What follows belongs to an exercise in optimizing a design on an open flow for small area and a short achievable clock period; a production flow would make more cautious choices. Only simulation tests tie the RTL to the original design; equivalence was not proved. Power and IR drop assume default switching activity.

## flow/design.v (module list and top-level ports; edited modules follow where they fit)
// module fp32_round_ne: 23 lines
// module fp32_mult_pipelined: 1094 lines
module fp32_mult_pipelined
(
  input  logic             clk,
  input  logic             rst_n,
  input  logic             start,
  input  logic [fp32_pkg::WIDTH-1:0] a,
  input  logic [fp32_pkg::WIDTH-1:0] b,
  output logic [fp32_pkg::WIDTH-1:0] result,
  output logic             done,
  output logic             overflow,
  output logic             underflow
);
  // ...
==> flow/run.sh <==
#!/bin/bash
# synth_recipe.tcl (not shown) runs the flow's synth.tcl, then flattens the netlist and writes it again
# the make line also repeats each setting of config.mk as NAME=value (left out here)
make -C /OpenROAD-flow-scripts/flow DESIGN_CONFIG=/design/flow/config.mk WORK_HOME=/design/flow/orfs CLKGATE_MAP_FILE= SYNTH_SCRIPT=/design/flow/synth_recipe.tcl finish
==> flow/config.mk <==
export PLATFORM = sky130hd
export DESIGN_NAME = fp32_mult_pipelined
export DESIGN_NICKNAME = fp32_mult_pipelined
export VERILOG_FILES = /design/flow/design.v
export SDC_FILE = /design/flow/constraint.sdc
export NUM_CORES = 4
export LEC_CHECK = 0
export CAP_MARGIN = 20
export CORE_MARGIN = 2
export CORE_UTILIZATION = 40
export SLEW_MARGIN = 20
==> flow/constraint.sdc <==
create_clock -name core_clock -period 7.0 [get_ports {clk}]
set_input_delay 1.4000 -clock core_clock [delete_from_list [all_inputs] [get_ports {clk}]]
set_output_delay 1.4000 -clock core_clock [all_outputs]
set_load 0.01 [all_outputs]
==> results.toml, run 1 <==
[status]
status = "finished clean"

[pwr]
ir_drop_mv = 0.231
power_leader = "combinational logic"
p_sw_mw = 6.38
pwr-share-comb = 0.721
p_seq_frac = 0.161

[synthesis]
synth.avg_cell_area_um2 = 9.35
synth_area_um2 = 21600
synthAdderAreaFrac = 0.304
synthXorXnorAreaFrac = 0.139
synth_largest_area_cell = "fa_1"
synth_compound_area_frac = 0.164

[clock_tree]
clock_latency_ns = 0.58
clkSlewWorstSetupHoldPaths_ns = 0.06
cts_setup_buffers = 0

[min_path]
whs_path_depth = 0

[sta]
tightestPinTransition_ns = 1.24
final_hold_viol_count = 0
setup_viol = 0
fmax_mhz = 219
finalCritPeriodShare = 0.652

[critical_path]
end_kind = "flop"
endpoint = "xC[18]"
crit_start = "btwo[0]"
path_common_cell = "fa_1"

[die]
fp.dieArea_um2 = 55800
die_h_um = 236
chipWidth_um = 236

[finish]
nMultiInputCombCells = 1577
top_regs = "xC (48), yC (47), resC_q (32)"
antennaDiodeCount = 0
multi_input_area_share = 0.627
largest_register_ff_count = 48
final_area_um2 = 24100

[global_route]
grt_use_met3 = 0.0518
grt_use_total = 0.236
grt_overflow = 0

[placement]
port_buffers = 101

[route]
wirelength_um = 66400
wl_per_cell_um = 21.8
==> run 2: changes to the inputs <==
--- a/flow/config.mk
+++ b/flow/config.mk
@@ -7,2 +7,3 @@
 export LEC_CHECK = 0
+export ABC_CLOCK_PERIOD_IN_PS = 4000
 export CAP_MARGIN = 20
@@ -10,2 +11,3 @@
 export CORE_UTILIZATION = 40
+export SETUP_SLACK_MARGIN = 3.5
 export SLEW_MARGIN = 20
==> run 2 against run 1 <==
Against the previous run: still clean on timing, DRC and antenna; global-route usage rose by 3.0 points; design area grew 17%; die area stayed put; highest routed layer is now met5.
==> results.toml, run 2 <==
[status]
status = "finished clean"

[finish]
drive_gt1_frac = 0.264
fin_nets = 2943
layout_common_cells = "inv_1, fa_1, a22oi_1, xor2_1, dfxtp_1"
fill_cells = 4680
syn_to_final_growth_pct = 31.0
largest_register_ff_count = 48
largest_register = "xC"
layout_commonest_cell = "inv_1"
top_regs = "xC (48), yC (47), resC_q (32)"
antennaDiodeCount = 0

[min_path]
hold_class = "flop to flop"
whs_path_depth = 0
hold_path_end = "e_end_q[2]"
worstHoldStart = "eA_q[2]"

[synthesis]
synth.ff_latch_count = 222
synth_common_cells = "inv_1, a22oi_1, fa_1"
synthCells = 2308
synth_most_common_cell = "inv_1"
synth-edff-count = 0
syn-num-nets = 2750
yosysSeqAreaShare = 0.207
synth_area_um2 = 21600
yosys-top-cells-area = "fa_1, dfxtp_1, a22oi_1"
synth_largest_area_cell = "fa_1"
synthFlopType = "dfxtp_1"
synth-async-reset-ratio = 0.0135
yosysWarnings = 2
yosys.cell_types.count = 89
synth_top_area_frac = 0.231
synth.avg_cell_area_um2 = 9.35

[route]
drc = 0
antenna_left = 0
wl_per_cell_um = 23.6
met1Wirelength_um = 29800
routed-wl-met2_um = 33100
met3_length_um = 8590
via_count = 18651
drt-pass1-iter-count = 7
via_per_inst = 5.80
highest_layer = "met5"
wirelength_um = 76000
drt_iter0_drc = 1990

[sta]
setup_viol = 0
rsz0062_at_grt = "true"
finalCritPeriodShare = 0.537
final_hold_viol_count = 0
relSlewSlack = 0.379
fmax_mhz = 266
finalMaxSlewViolations = 0
fin_crit_ns = 3.76
tightestPinTransition_ns = 0.928
fin_skew_ns = 0.0112
tns_ns = 0
fin_hold_ws_ns = 0.326

[die]
chipWidth_um = 236
fp.dieArea_um2 = 55800
die_h_um = 236
rows = 85
core_um2 = 53600
ios = 102
initial_utilization = 0.403

[critical_path]
crit_arrival_ns = 4.16
r2r-end = "xC[17]"
end_kind = "flop"
worst-setup-path-type = "flop to flop"
reg2regPathDepth = 10
reg2reg_from = "maA_q[14]"
cp-start-kind = "flop"
crit_required_ns = 7.40
rrSetupSlack_ns = 3.24
path_max_fanout = 12

[flow_run]
maxCapViolCount = 0

[global_route]
grt_use_total = 0.266
antenna_found_initial = 3
grt_pass1_vias = 19519
grt_overflow = 0
grt_pass1_wl_um = 115000
grt_max_degree = 28

[placement]
port_buffers = 101
dp_hpwl_um = 46000
gp_congestion = 0.927

[clock_tree]
clkSlewWorstSetupHoldPaths_ns = 0.06
clock_latency_ns = 0.57
htree_num_levels = 1
cts_tree = "done"
cts_made_buffers = 26
cts_max_path_buffers = 3
root_buffer = "clkbuf_16"
cts.sinks = 222

[pwr]
p_per_area_nw_per_um2 = 524
ir_drop_mv = 0.244
power_leakage_nw = 11.9
[run 2: cell types whose count changed in the layout (fill, tap and decap cells not counted), moves of 39 or more]
| cell | delta |
|---|---|
| inv_1 | -39 |
| ha_1 | -43 |
| buf_4 | +73 |
| a22oi_1 | -77 |
| buf_12 | +47 |
| dfxtp_4 | +40 |
| a22oi_2 | +77 |
| dfxtp_1 | -49 |
[run 2: area by class of cell]
type	instances	area, um2	area share
Multi-Input combinational cell	1579	16700	0.589
Sequential cell	222	4630	0.164
Timing Repair Buffer	325	3890	0.138
Inverter	346	1320	0.0468
Tap cell	696	871	0.0308
Clock buffer	36	748	0.0265
Clock inverter	12	140	0.00496
Timing Repair inverter	1	3.75	0.000133
[run 2: repair_timing]
item	in CTS	in global routing
pin swaps	116	105
hold buffers	0	0
gates cloned	16	5
endpoints found under the setup margin	88	75
gates resized for setup	361	157
buffers inserted	115	51
[run 2: worst max-delay path by stage]
stage / from / endpoint / slack (ns) / cells after the start
2_1_floorplan: maA_q[12] / xC[28] / 3.39 / 12
3_3_place_gp: maA_q[16] / xC[23] / 2.52 / 10
3_5_place_dp: yC[2] / resC_q[12] / 2.55 / 15
4_1_cts: btwo[7] / xC[30] / 3.34 / 11
5_1_grt: yC[16] / resC_q[22] / 3.16 / 15
6_report: maA_q[14] / xC[17] / 3.24 / 10
[run 2: metal layers]
metal	track usage	up-vias
met5	0	-
li1	-	8087
met2	0.417	1123
met1	0.329	9136
met4	0.133	6
met3	0.0855	299
[run 2: cell families after synthesis]
family / count (synthesis) / synth area share
fa+ha+maj: 375 / 0.304
compound gates: 507 / 0.164
flops: 222 / 0.207
mux: 9 / 0.00446
simple gates: 348 / 0.0901
xor+xnor: 338 / 0.139
buf+inv: 509 / 0.0916
[run 2: where the power goes]
| group | total [mW] | switching [mW] | internal, mW |
|---|---|---|---|
| combinational | 11.4 | 6.50 | 4.89 |
| sequential | 2.04 | 0.233 | 1.81 |
| clock | 1.39 | 0.562 | 0.823 |
| total | 14.8 | 7.30 | 7.53 |
[run 2: stage by stage]
stage	cell area, um2	setup WS (ns)	power, mW	util	std cells
detailed placement	23400	2.55	11.3	0.436	2982
floorplan	22600	3.39	8.50	-	2308
CTS	27200	3.34	14.1	0.508	3161
global route	28300	3.16	16.1	0.527	3217
finish	28300	3.24	14.8	0.527	3217
global placement	23400	2.52	11.2	0.436	2982
[run 2: critical path, cell delays in order, from the launching register on]
cell and delay, ns:
dfxtp_4 0.51, buf_8 0.24, a22oi_1 0.13, xnor2_1 0.15, ha_1 0.31, fa_1 0.52
inv_1 0.05, fa_1 0.51, fa_1 0.56, inv_1 0.05, fa_1 0.55
==> run 3: changes to the inputs <==
--- a/flow/config.mk
+++ b/flow/config.mk
@@ -11,3 +11,3 @@
 export CORE_UTILIZATION = 40
-export SETUP_SLACK_MARGIN = 3.5
+export SETUP_SLACK_MARGIN = 3.0
 export SLEW_MARGIN = 20
==> run 3 against run 2 <==
Against the previous run: area after synthesis is the same; sequential share of layout area grew 1.9 points; via count shrank 6.7%; routed wire length shrank 13%; worst hold slack lost 0.013 ns; still clean; clock power grew 4%; largest power group unchanged; core utilization shrank 6.5 points.
==> results.toml, run 3 <==
[sta]
setup_viol = 0
tns_ns = 0
fmax_mhz = 256
fin_hold_ws_ns = 0.313
rsz0062_at_grt = "false"
setup_ws_ns = 3.09
fin_crit_ns = 3.91
finalMaxSlewViolations = 0
finalCritPeriodShare = 0.558
tightestPinTransition_ns = 0.859
relSlewSlack = 0.425
final_hold_viol_count = 0
fin_skew_ns = 0.0184

[die]
rows = 85
fp.dieArea_um2 = 55800
ios = 102
core_um2 = 53600
chipWidth_um = 236
die_h_um = 236
initial_utilization = 0.403

[pwr]
power_leakage_nw = 10.6
p_per_area_nw_per_um2 = 528
ir_drop_mv = 0.262
power_mw = 13.1

[status]
status = "finished clean"

[critical_path]
endpoint = "xC[18]"
reg2regPathDepth = 10
reg2reg_from = "bneg[1]"
crit_start = "bneg[1]"
end_kind = "flop"
rrSetupSlack_ns = 3.09
crit_arrival_ns = 4.33
crit_required_ns = 7.42
cp-start-kind = "flop"
r2r-end = "xC[18]"
path_max_fanout = 27
worst-setup-path-type = "flop to flop"

[placement]
placed_cells = 2990
place_worst_setup_slack_ns = 2.55
gp_congestion = 0.870
dp_hpwl_um = 45400
port_buffers = 101

[finish]
largest_register = "xC"
fin_nets = 2784
syn_to_final_growth_pct = 14.9
antennaDiodeCount = 0
post_layout_nonfiller_instances = 3060
layout_common_cells = "inv_1, a22oi_1, fa_1, dfxtp_1, xor2_1"
drive_gt1_frac = 0.0969
largest_register_ff_count = 48
layout_commonest_cell = "inv_1"
top_regs = "xC (48), yC (47), resC_q (32)"

[clock_tree]
cts_tree = "done"
holdBufCountCts = 0
clkSlewWorstSetupHoldPaths_ns = 0.07
root_buffer = "clkbuf_16"
cts_made_buffers = 28
cts.sinks = 222
clock_latency_ns = 0.57
cts_max_path_buffers = 3
htree_num_levels = 1

[synthesis]
synth.ff_latch_count = 222
synth.avg_cell_area_um2 = 9.35
synth-async-reset-ratio = 0.0135
yosys.cell_types.count = 89
synthFlopType = "dfxtp_1"
yosysSeqAreaShare = 0.207
synth_common_cells = "inv_1, a22oi_1, fa_1"
synth_most_common_cell = "inv_1"
yosys-top-cells-area = "fa_1, dfxtp_1, a22oi_1"
synthCells = 2308
synth_top_area_frac = 0.231
syn-num-nets = 2750
yosysWarnings = 2
synth_area_um2 = 21600
synth_largest_area_cell = "fa_1"
synth-edff-count = 0

[global_route]
grt_use_total = 0.234
grt_max_degree = 30
grt_pass1_vias = 17993
antenna_found_initial = 0
grt_pass1_wl_um = 102000
grt_overflow = 0

[route]
via_per_inst = 5.69
drc = 0
wirelength_um = 66400
drt-pass1-iter-count = 6
drt_iter0_drc = 1590
antenna_left = 0
wl_per_cell_um = 21.7
via_count = 17400

[flow_run]
maxCapViolCount = 0

[min_path]
hold_class = "flop to flop"
-- run 3: area by class of cell --
class,count,area (um2)
inverters,346,1320
fillers,5070,28800
well taps,696,871
clock inverters,15,160
multi-input cells,1577,15500
clock buffers,37,764
repair buffers,167,1620
flip-flops and latches,222,4520
-- run 3: worst max-delay path, cell delays in order (launching register included) --
cell and delay (ns):
dfxtp_1 0.31, buf_4 0.47, xor2_1 0.20, fa_1 0.53
inv_1 0.05, fa_1 0.53, inv_1 0.05, fa_1 0.48
fa_1 0.54, inv_1 0.05, fa_1 0.52
-- run 3: through the flow --
| stage | instance area [um2] | utilization |
|---|---|---|
| 2_1_floorplan | 21600 | - |
| 3_3_place_gp | 23100 | 0.432 |
| 3_5_place_dp | 23100 | 0.432 |
| 4_1_cts | 24300 | 0.453 |
| 5_1_grt | 24800 | 0.462 |
| 6_report | 24800 | 0.462 |
-- run 3: kinds of logic (layout without fill, tap and decap cells) --
kind of cell               after synthesis  count (layout)  synth area share
xor gates and xnor gates               338             338             0.139
AOI/OAI and AO/OA                      507             507             0.164
muxes                                    9               9           0.00446
DFF                                    222             222             0.207
buffers and inverters                  509             565            0.0916
adders and majority gates              375             375             0.304
and+or+nand+nor                        348             348            0.0901
-- run 3: worst min-delay path by stage --
stage / slack [ns] / end / cells after the start / start
5_1_grt: 0.32 / e_end_q[2] / 0 / eA_q[2]
3_5_place_dp: 0.31 / cls_end_q[0] / 0 / clsA_q[0]
3_3_place_gp: 0.31 / e_end_q[3] / 0 / eA_q[3]
4_1_cts: 0.32 / e_end_q[2] / 0 / eA_q[2]
2_1_floorplan: 0.31 / cls_end_q[0] / 0 / clsA_q[0]
6_report: 0.31 / e_end_q[2] / 0 / eA_q[2]
-- run 3: timing repair --
item	in CTS	in global routing
setup buffers	3	14
gates resized for setup	49	81
pin swaps	5	16
cloned	0	1
setup endpoints to repair	64	57
-- run 3: routing by layer --
metal  vias to the layer above  GRT usage  share of wire
met5                         -    0.00346              0
met3                       209     0.0547          0.098
met4                         0     0.0779          0.041
met2                       996      0.377           0.44
li1                       7753          -              -
met1                      8442      0.309           0.42
-- run 3: where the power goes --
group          total (mW)  internal, mW  switching (mW)
clock network        1.44         0.849           0.593
registers            2.04          1.80           0.235
logic                9.60          3.89            5.71
total                13.1          6.54            6.53

port drivers added, routing unchanged:
In the flow no input, the clock included, has a driving cell. The finished layouts below were timed again as built, in two steps. Step 1, drivers: a clkbuf_16 drives clk and a buf_2 each remaining input, both assumed. Step 2 moves the port delays by t, midway between the first and last clock arrival at a register: inputs arrive t later, outputs are due t later. That takes back most of the time a late clock gives input paths. Three values: ideal, step 1, step 2; two values: the first two.
run	t, ns	setup WS [ns]	worst setup path at the end	worst register clock-pin slew, ns	worst slew at a driven data input, ns
run 1	0.629	2.435 / 2.435 / 2.435	register to register	0.07 / 0.07	0.04
run 2	0.630	3.242 / 3.242 / 3.051	input to register	0.06 / 0.06	0.04
run 3	0.623	3.092 / 3.092 / 2.518	input to register	0.07 / 0.07	0.04
After both steps setup and hold are still met in every run listed. For run 3, which loses most, drivers alone change the setup slack by 0.000 ns; drivers and shift together by -0.574 ns.
